What follows belongs to an exercise in optimizing a design on an open flow for small area and a short achievable clock period; a production flow would make more cautious choices.
At most, simulation tests tie the RTL to the original design; equivalence was not proved.
Power is estimated from default activity; no workload was simulated.

## oak
Design data_mem_responder, start of the top module:
module data_mem_responder #(
  parameter int DEPTH       = 64,
  parameter int WAIT_CYCLES = 2
) (
  input  logic        CLK,
  input  logic        Reset,
  input  logic        req,
  input  logic        we,
  input  logic [31:0] addr,
  input  logic [31:0] wdata,
  input  logic [3:0]  be,
  output logic [31:0] rdata,
  output logic        ack,
  output logic        err,
  output logic        busy
);
Size in the first run: ~4400 cells after synthesis, roughly 2200 flip-flops.
==> module data_mem_responder, before the edit <==
module data_mem_responder #(
  parameter int DEPTH       = 64,
  parameter int WAIT_CYCLES = 2
) (
  input  logic        CLK,
  input  logic        Reset,
  input  logic        req,
  input  logic        we,
  input  logic [31:0] addr,
  input  logic [31:0] wdata,
  input  logic [3:0]  be,
  output logic [31:0] rdata,
  output logic        ack,
  output logic        err,
  output logic        busy
);
  localparam int AW = $clog2(DEPTH);
  localparam int NG = DEPTH / 4;
  localparam int GW = AW - 2;
  logic          r_busy, r_ack, r_err;
  logic          r_st1, r_ld1, r_p2, r_ld2;
  logic          r_pa, r_pb;
  logic [1:0]    r_rot, r_pos;
  logic [GW-1:0] r_grp;
  logic [3:0]    r_be;
  logic [31:0]   r_data;
  logic [31:0]   r_rdata;
  logic          w_acc, w_legal, w_wr, w_cap;
  logic          w_pa_n, w_pb_n;
  logic [1:0]    w_pos_n;
  logic [GW-1:0] w_grp_n;
  logic          r_wr;
  logic [NG-1:0] r_wg;
  logic [1:0]    w_pos_in;
  logic [1:0]    r_sel [NG];
  assign w_acc   = req && !r_busy;
  assign w_legal = (addr[1:0] == 2'b00) && (addr[31:AW+2] == '0);
  assign rdata = r_rdata;
  assign ack   = r_ack;
  assign err   = r_err;
  assign busy  = r_busy;
  assign w_pos_in = addr[3:2] + r_rot + 2'd1;
  assign w_wr  = r_wr;
  assign w_cap = !r_busy && !(r_pb && !w_wr);
  always_ff @(posedge CLK or posedge Reset)
    if (Reset) begin
      r_busy <= 1'b0;
      r_ack  <= 1'b0;
      r_err  <= 1'b0;
      r_st1  <= 1'b0;
      r_ld1  <= 1'b0;
      r_p2   <= 1'b0;
      r_ld2  <= 1'b0;
      r_pa   <= 1'b0;
    end else begin
      r_busy <= w_acc || r_st1 || r_ld1 || r_p2;
      r_ack  <= (w_acc && !w_legal) || r_p2;
      r_err  <= w_acc && !w_legal;
      r_st1  <= w_acc && w_legal && we;
      r_ld1  <= w_acc && w_legal && !we;
      r_p2   <= r_st1 || r_ld1;
      r_ld2  <= r_ld1;
      r_pa   <= w_pa_n;
    end
  assign w_pa_n  = !Reset && ((w_acc && w_legal && we) || (r_pa && r_st1 && !w_wr));
  assign w_pb_n  = (r_pa && !r_st1 && !w_wr) || (r_pb && !w_wr);
  assign w_pos_n = w_cap ? w_pos_in : r_pos + 2'd1;
  assign w_grp_n = w_cap ? addr[AW+1:4] : r_grp;
  always_ff @(posedge CLK)
    r_pb <= w_pb_n;
  always_ff @(posedge CLK) begin
    r_wr <= (w_pa_n || w_pb_n) && (w_pos_n == 2'd3);
    for (int g = 0; g < NG; g++)
      r_wg[g] <= (w_pa_n || w_pb_n) && (w_pos_n == 2'd3) && (w_grp_n == GW'(g));
  end
  always_ff @(posedge CLK)
    r_rot <= r_rot + 2'd1;
  always_ff @(posedge CLK)
    if (w_cap) begin
      r_grp   <= addr[AW+1:4];
      r_pos   <= w_pos_in;
      r_be    <= be;
    end else begin
      r_pos   <= r_pos + 2'd1;
    end
  logic [31:0] q [NG][4];
  logic [NG-1:0] w_gsel;
  for (genvar g = 0; g < NG; g++) begin : g_grp
    assign w_gsel[g] = (r_grp == GW'(g));
    always_ff @(posedge CLK) begin
      q[g][1] <= q[g][0];
      q[g][2] <= q[g][1];
      q[g][3] <= q[g][2];
    end
    for (genvar b = 0; b < 4; b++) begin : g_byte
      always_ff @(posedge CLK)
        q[g][0][8*b +: 8] <= (r_wg[g] && r_be[b]) ? r_data[8*b +: 8] : q[g][3][8*b +: 8];
    end
    for (genvar h = 0; h < 2; h++) begin : g_rsel
      always_ff @(posedge CLK)
        r_sel[g][h] <= (!r_busy && addr[AW+1:4] == GW'(g) && w_pos_in == 2'(2*h)) ||
                       (r_ld1 && w_gsel[g] && r_pos + 2'd1 == 2'(2*h));
    end
  end
  logic [31:0] w_m;
  always_comb begin
    w_m = '0;
    for (int g = 0; g < NG; g++) begin
      w_m = w_m | (q[g][0] & {32{r_sel[g][0]}});
      w_m = w_m | (q[g][2] & {32{r_sel[g][1]}});
    end
  end
  always_ff @(posedge CLK)
    if (w_cap)      r_data <= wdata;
    else if (r_ld1) r_data <= w_m;
  always_ff @(posedge CLK or posedge Reset)
    if (Reset) r_rdata <= '0;
    else       r_rdata <= r_ld2 ? (r_data | w_m) : '0;
endmodule
export LEC_CHECK = 0
export CAP_MARGIN = 20
export CORE_MARGIN = 2
export CORE_UTILIZATION = 60
export SETUP_SLACK_MARGIN = 2.6
export SLEW_MARGIN = 20
create_clock -name core_clock -period 4.6 [get_ports {CLK}]
standard.sh (not shown) runs the stock make flow with config.mk's settings and CLKGATE_MAP_FILE= SYNTH_SCRIPT=/design/flow/synth_recipe.tcl, a recipe that flattens the netlist after the stock synthesis.
==> flow/flow/run.sh <==
#!/bin/bash
# Layout flow: the standard ORFS flow (standard.sh), with two changes:
#  * port buffers are plain buffers (buf_2) instead of the delay cell buffer_ports picks;
#  * CTS clusters up to 25 sinks within 80 um per leaf buffer and adds no dummy load
#    cells to balance leaf nets.
# ORFS writes each step's full log under orfs/logs/; make's own output goes to standard.log.
set -euo pipefail
export BUFFER_PORTS_ARGS="-buffer_cell sky130_fd_sc_hd__buf_2"
export CTS_ARGS="-sink_clustering_enable -repair_clock_nets -dont_use_dummy_load -sink_clustering_size 25 -sink_clustering_max_diameter 80"
bash standard.sh > standard.log 2>&1
Changes in pine relative to oak:
--- a/flow/design.v
+++ b/flow/design.v
@@ -23,14 +23,9 @@
   logic [1:0]    r_rot, r_pos;
   logic [GW-1:0] r_grp;
   logic [3:0]    r_be;
-  logic [31:0]   r_data;
-  logic [31:0]   r_rdata;
+  logic [31:0]   r_wdata;
+  logic [31:0]   r_hold, r_rdata;
   logic          w_acc, w_legal, w_wr, w_cap;
-  logic          w_pa_n, w_pb_n;
-  logic [1:0]    w_pos_n;
-  logic [GW-1:0] w_grp_n;
-  logic          r_wr;
-  logic [NG-1:0] r_wg;
   logic [1:0]    w_pos_in;
   logic [1:0]    r_sel [NG];
   assign w_acc   = req && !r_busy;
@@ -40,7 +35,7 @@
   assign err   = r_err;
   assign busy  = r_busy;
   assign w_pos_in = addr[3:2] + r_rot + 2'd1;
-  assign w_wr  = r_wr;
+  assign w_wr  = (r_pa || r_pb) && (r_pos == 2'd3);
   assign w_cap = !r_busy && !(r_pb && !w_wr);
   always_ff @(posedge CLK or posedge Reset)
     if (Reset) begin
@@ -60,19 +55,10 @@
       r_ld1  <= w_acc && w_legal && !we;
       r_p2   <= r_st1 || r_ld1;
       r_ld2  <= r_ld1;
-      r_pa   <= w_pa_n;
+      r_pa   <= (w_acc && w_legal && we) || (r_pa && r_st1 && !w_wr);
     end
-  assign w_pa_n  = !Reset && ((w_acc && w_legal && we) || (r_pa && r_st1 && !w_wr));
-  assign w_pb_n  = (r_pa && !r_st1 && !w_wr) || (r_pb && !w_wr);
-  assign w_pos_n = w_cap ? w_pos_in : r_pos + 2'd1;
-  assign w_grp_n = w_cap ? addr[AW+1:4] : r_grp;
   always_ff @(posedge CLK)
-    r_pb <= w_pb_n;
-  always_ff @(posedge CLK) begin
-    r_wr <= (w_pa_n || w_pb_n) && (w_pos_n == 2'd3);
-    for (int g = 0; g < NG; g++)
-      r_wg[g] <= (w_pa_n || w_pb_n) && (w_pos_n == 2'd3) && (w_grp_n == GW'(g));
-  end
+    r_pb <= (r_pa && !r_st1 && !w_wr) || (r_pb && !w_wr);
   always_ff @(posedge CLK)
     r_rot <= r_rot + 2'd1;
   always_ff @(posedge CLK)
@@ -80,6 +66,7 @@
       r_grp   <= addr[AW+1:4];
       r_pos   <= w_pos_in;
       r_be    <= be;
+      r_wdata <= wdata;
     end else begin
       r_pos   <= r_pos + 2'd1;
     end
@@ -94,7 +81,7 @@
     end
     for (genvar b = 0; b < 4; b++) begin : g_byte
       always_ff @(posedge CLK)
-        q[g][0][8*b +: 8] <= (r_wg[g] && r_be[b]) ? r_data[8*b +: 8] : q[g][3][8*b +: 8];
+        q[g][0][8*b +: 8] <= (w_wr && w_gsel[g] && r_be[b]) ? r_wdata[8*b +: 8] : q[g][3][8*b +: 8];
     end
     for (genvar h = 0; h < 2; h++) begin : g_rsel
       always_ff @(posedge CLK)
@@ -111,9 +98,8 @@
     end
   end
   always_ff @(posedge CLK)
-    if (w_cap)      r_data <= wdata;
-    else if (r_ld1) r_data <= w_m;
+    r_hold <= w_m;
   always_ff @(posedge CLK or posedge Reset)
     if (Reset) r_rdata <= '0;
-    else       r_rdata <= r_ld2 ? (r_data | w_m) : '0;
+    else       r_rdata <= r_ld2 ? (r_hold | w_m) : '0;
 endmodule
--- outcome ---
Floorplan die area grows by a few percent when moving from oak to pine. Changes observed in pine relative to oak: global-route wire length before repair now smaller, standard cell area after detailed placement now larger, non-clock inverter count in the final layout decreased 4, power fell by about 6%, routability congestion estimate from global placement went down by 11%. Between pine and oak, the worst setup slack after layout is higher for oak. Going from oak to pine, minimum clock period after layout higher; total of plain and repair buffers excluding clock buffers rose by 22%. Any difference in async set or reset register ratio after synthesis between pine and oak is small enough to ignore.

## main
data_mem_responder, a different RTL version from the one above (not shown whole).
Size in the first run: ~4400 cells after synthesis, ~2100 flip-flops, about 110 I/O pins, about 0.078 sq mm of cells after synthesis.
## data_mem_responder
module data_mem_responder #(
  parameter int DEPTH       = 64,
  parameter int WAIT_CYCLES = 2
) (
  input  logic        CLK,
  input  logic        Reset,
  input  logic        req,
  input  logic        we,
  input  logic [31:0] addr,
  input  logic [31:0] wdata,
  input  logic [3:0]  be,
  output logic [31:0] rdata,
  output logic        ack,
  output logic        err,
  output logic        busy
);
  localparam int AW = $clog2(DEPTH);
  logic          r_busy, r_ack, r_err;
  logic          r_st1, r_ld1, r_p2, r_ld2;
  logic [AW-1:0] r_idx;
  logic [3:0]    r_be;
  logic [31:0]   r_wdata;
  logic [31:0]   r_rdata;
  logic          w_acc, w_legal;
  assign w_acc   = req && !r_busy;
  assign w_legal = (addr[1:0] == 2'b00) && (addr[31:AW+2] == '0);
  assign rdata = r_rdata;
  assign ack   = r_ack;
  assign err   = r_err;
  assign busy  = r_busy;
  always_ff @(posedge CLK or posedge Reset)
    if (Reset) begin
      r_busy <= 1'b0;
  ...
==> module data_mem_responder, before the edit <==
module data_mem_responder #(
  parameter int DEPTH       = 64,
  parameter int WAIT_CYCLES = 2
) (
  input  logic        CLK,
  input  logic        Reset,
  input  logic        req,
  input  logic        we,
  input  logic [31:0] addr,
  input  logic [31:0] wdata,
  input  logic [3:0]  be,
  output logic [31:0] rdata,
  output logic        ack,
  output logic        err,
  output logic        busy
);
  localparam int AW = $clog2(DEPTH);
  logic          r_busy, r_ack, r_err;
  logic          r_st1, r_ld1, r_p2, r_ld2;
  logic [AW-1:0] r_idx;
  logic [3:0]    r_be;
  logic [31:0]   r_wdata;
  logic [31:0]   r_rdata;
  logic          w_acc, w_legal;
  assign w_acc   = req && !r_busy;
  assign w_legal = (addr[1:0] == 2'b00) && (addr[31:AW+2] == '0);
  assign rdata = r_rdata;
  assign ack   = r_ack;
  assign err   = r_err;
  assign busy  = r_busy;
  always_ff @(posedge CLK or posedge Reset)
    if (Reset) begin
      r_busy <= 1'b0;
      r_ack  <= 1'b0;
      r_err  <= 1'b0;
      r_st1  <= 1'b0;
      r_ld1  <= 1'b0;
      r_p2   <= 1'b0;
      r_ld2  <= 1'b0;
    end else begin
      r_busy <= w_acc || r_st1 || r_ld1 || r_p2;
      r_ack  <= (w_acc && !w_legal) || r_p2;
      r_err  <= w_acc && !w_legal;
      r_st1  <= w_acc && w_legal && we;
      r_ld1  <= w_acc && w_legal && !we;
      r_p2   <= r_st1 || r_ld1;
      r_ld2  <= r_ld1;
    end
  always_ff @(posedge CLK)
    if (!r_busy) r_idx <= addr[AW+1:2];
  always_ff @(posedge CLK) begin
    r_be    <= be;
    r_wdata <= wdata;
  end
  logic [31:0] mem [DEPTH];
  logic [DEPTH-1:0] w_sel;
  for (genvar w = 0; w < DEPTH; w++) begin : g_word
    assign w_sel[w] = (r_idx == AW'(w));
    for (genvar b = 0; b < 4; b++) begin : g_byte
      always_ff @(posedge CLK)
        if (r_st1 && w_sel[w] && r_be[b]) mem[w][8*b +: 8] <= r_wdata[8*b +: 8];
    end
  end
  logic [31:0] w_rd;
  always_comb begin
    w_rd = '0;
    for (int w = 0; w < DEPTH; w++)
      w_rd = w_rd | (mem[w] & {32{w_sel[w]}});
  end
  always_ff @(posedge CLK or posedge Reset)
    if (Reset) r_rdata <= '0;
    else       r_rdata <= r_ld2 ? w_rd : '0;
endmodule
make LEC_CHECK=0 CAP_MARGIN=20 CORE_MARGIN=2 CORE_UTILIZATION=40 SLEW_MARGIN=20 finish   # period 4.6 ns
run.sh (not shown) runs the stock make flow with config.mk's settings and CLKGATE_MAP_FILE= SYNTH_SCRIPT=/design/flow/synth_recipe.tcl, a recipe that flattens the netlist after the stock synthesis.
Stock flow here: none of the scripts above is used.
> inputs changed (main -> the feature branch)
==> flow/design.v <==
module data_mem_responder #(
  parameter int DEPTH       = 64,
  parameter int WAIT_CYCLES = 2
) (
  input  logic        CLK,
  input  logic        Reset,
  input  logic        req,
  input  logic        we,
  input  logic [31:0] addr,
  input  logic [31:0] wdata,
  input  logic [3:0]  be,
  output logic [31:0] rdata,
  output logic        ack,
  output logic        err,
  output logic        busy
);
  localparam int AW = $clog2(DEPTH);
  localparam int NG = DEPTH / 4;
  logic          r_busy, r_ack, r_err;
  logic          r_st1, r_ld1, r_p2, r_ld2;
  logic          r_pa, r_pb;
  logic [1:0]    r_rot;
  logic [AW-1:0] r_idx;
  logic [3:0]    r_be;
  logic [31:0]   r_wdata;
  logic [31:0]   r_hold, r_rdata;
  logic          w_acc, w_legal, w_wr, w_cap, w_rd;
  logic [1:0]    w_pos;
  assign w_acc   = req && !r_busy;
  assign w_legal = (addr[1:0] == 2'b00) && (addr[31:AW+2] == '0);
  assign rdata = r_rdata;
  assign ack   = r_ack;
  assign err   = r_err;
  assign busy  = r_busy;
  assign w_pos = r_idx[1:0] + r_rot;
  assign w_wr  = (r_pa || r_pb) && (w_pos == 2'd3);
  assign w_rd  = (r_ld1 || r_ld2) && !w_pos[0];
  assign w_cap = !r_busy && !(r_pb && !w_wr);
  always_ff @(posedge CLK or posedge Reset)
    if (Reset) begin
      r_busy <= 1'b0;
      r_ack  <= 1'b0;
      r_err  <= 1'b0;
      r_st1  <= 1'b0;
      r_ld1  <= 1'b0;
      r_p2   <= 1'b0;
      r_ld2  <= 1'b0;
      r_pa   <= 1'b0;
    end else begin
      r_busy <= w_acc || r_st1 || r_ld1 || r_p2;
      r_ack  <= (w_acc && !w_legal) || r_p2;
      r_err  <= w_acc && !w_legal;
      r_st1  <= w_acc && w_legal && we;
      r_ld1  <= w_acc && w_legal && !we;
      r_p2   <= r_st1 || r_ld1;
      r_ld2  <= r_ld1;
      r_pa   <= (w_acc && w_legal && we) || (r_pa && r_st1 && !w_wr);
    end
  always_ff @(posedge CLK)
    r_pb <= (r_pa && !r_st1 && !w_wr) || (r_pb && !w_wr);
  always_ff @(posedge CLK)
    r_rot <= r_rot + 2'd1;
  always_ff @(posedge CLK)
    if (w_cap) begin
      r_idx   <= addr[AW+1:2];
      r_be    <= be;
      r_wdata <= wdata;
    end
  logic [31:0] q [NG][4];
  logic [NG-1:0] w_gsel;
  for (genvar g = 0; g < NG; g++) begin : g_grp
    assign w_gsel[g] = (r_idx[AW-1:2] == (AW-2)'(g));
    always_ff @(posedge CLK) begin
      q[g][1] <= q[g][0];
      q[g][2] <= q[g][1];
      q[g][3] <= q[g][2];
    end
    for (genvar b = 0; b < 4; b++) begin : g_byte
      always_ff @(posedge CLK)
        q[g][0][8*b +: 8] <= (w_wr && w_gsel[g] && r_be[b]) ? r_wdata[8*b +: 8] : q[g][3][8*b +: 8];
    end
  end
  logic [31:0] w_m;
  always_comb begin
    w_m = '0;
    for (int g = 0; g < NG; g++) begin
      w_m = w_m | (q[g][0] & {32{w_rd && w_gsel[g] && !w_pos[1]}});
      w_m = w_m | (q[g][2] & {32{w_rd && w_gsel[g] &&  w_pos[1]}});
    end
  end
  always_ff @(posedge CLK)
    r_hold <= w_m;
  always_ff @(posedge CLK or posedge Reset)
    if (Reset) r_rdata <= '0;
    else       r_rdata <= r_ld2 ? (r_hold | w_m) : '0;
endmodule
Notes after the runs:
Having completed the whole flow, the feature branch delivered a layout that passed the timing, DRC and antenna checks. Diff main -> the feature branch: weighted congestion reported at the end of routability-driven placement down about 4.4%; global-route usage down 1.2 points. The feature branch vs. main: half-perimeter wire length of the detailed placement result now sits lower, overall routed net length dropped about 27%, number of buffers outside the clock class in the layout moved down. Summary of the feature branch over main: sequential cell area share -8.1 points, worst hold slack -0.058 ns, global-route track usage on met3 -0.75 points, met1 layer wirelength in the final routing -about 17%, core box area -0.045 sq mm. | number of combinational gates with multiple inputs | the feature branch vs main | 144 lower |.
No run of this note included a check of the RTL's function; only the layout flow was run.

[separate check: timing with driven ports]
The flow's constraints put no driver on any port. The routed layouts listed below were extracted and timed again, unchanged, in two steps.
Step 1: set_driving_cell puts a clkbuf_16 on CLK and a buf_2 on each other input, an assumption about the parent block.
Step 2 adds t to the input delays and takes it off the output delays; t is the mean of the earliest and latest rising clock arrival at the registers after step 1. Input paths then give back, and output paths get back, about the clock's delay inside the block.
Slacks: ideal ports / drivers / drivers and shift; pairs: ideal ports / drivers.
run	t, ns	setup slack, ns	slew at the worst register clock pin (ns)	worst data-port slew with drivers (ns)	pins driven straight from the clock port
oak	0.762	2.373 / 2.299 / 2.039	0.10 / 0.10	0.18	1
pine	0.763	2.361 / 2.289 / 2.203	0.10 / 0.10	0.14	1
main	0.930	0.420 / 0.420 / 0.420	0.07 / 0.07	0.10	1
the feature branch	0.895	0.989 / 0.989 / 0.989	0.07 / 0.07	0.04	1
After both steps every run listed still meets setup and hold. For oak, which loses most, drivers alone change the setup slack by -0.074 ns; drivers and shift together by -0.334 ns.
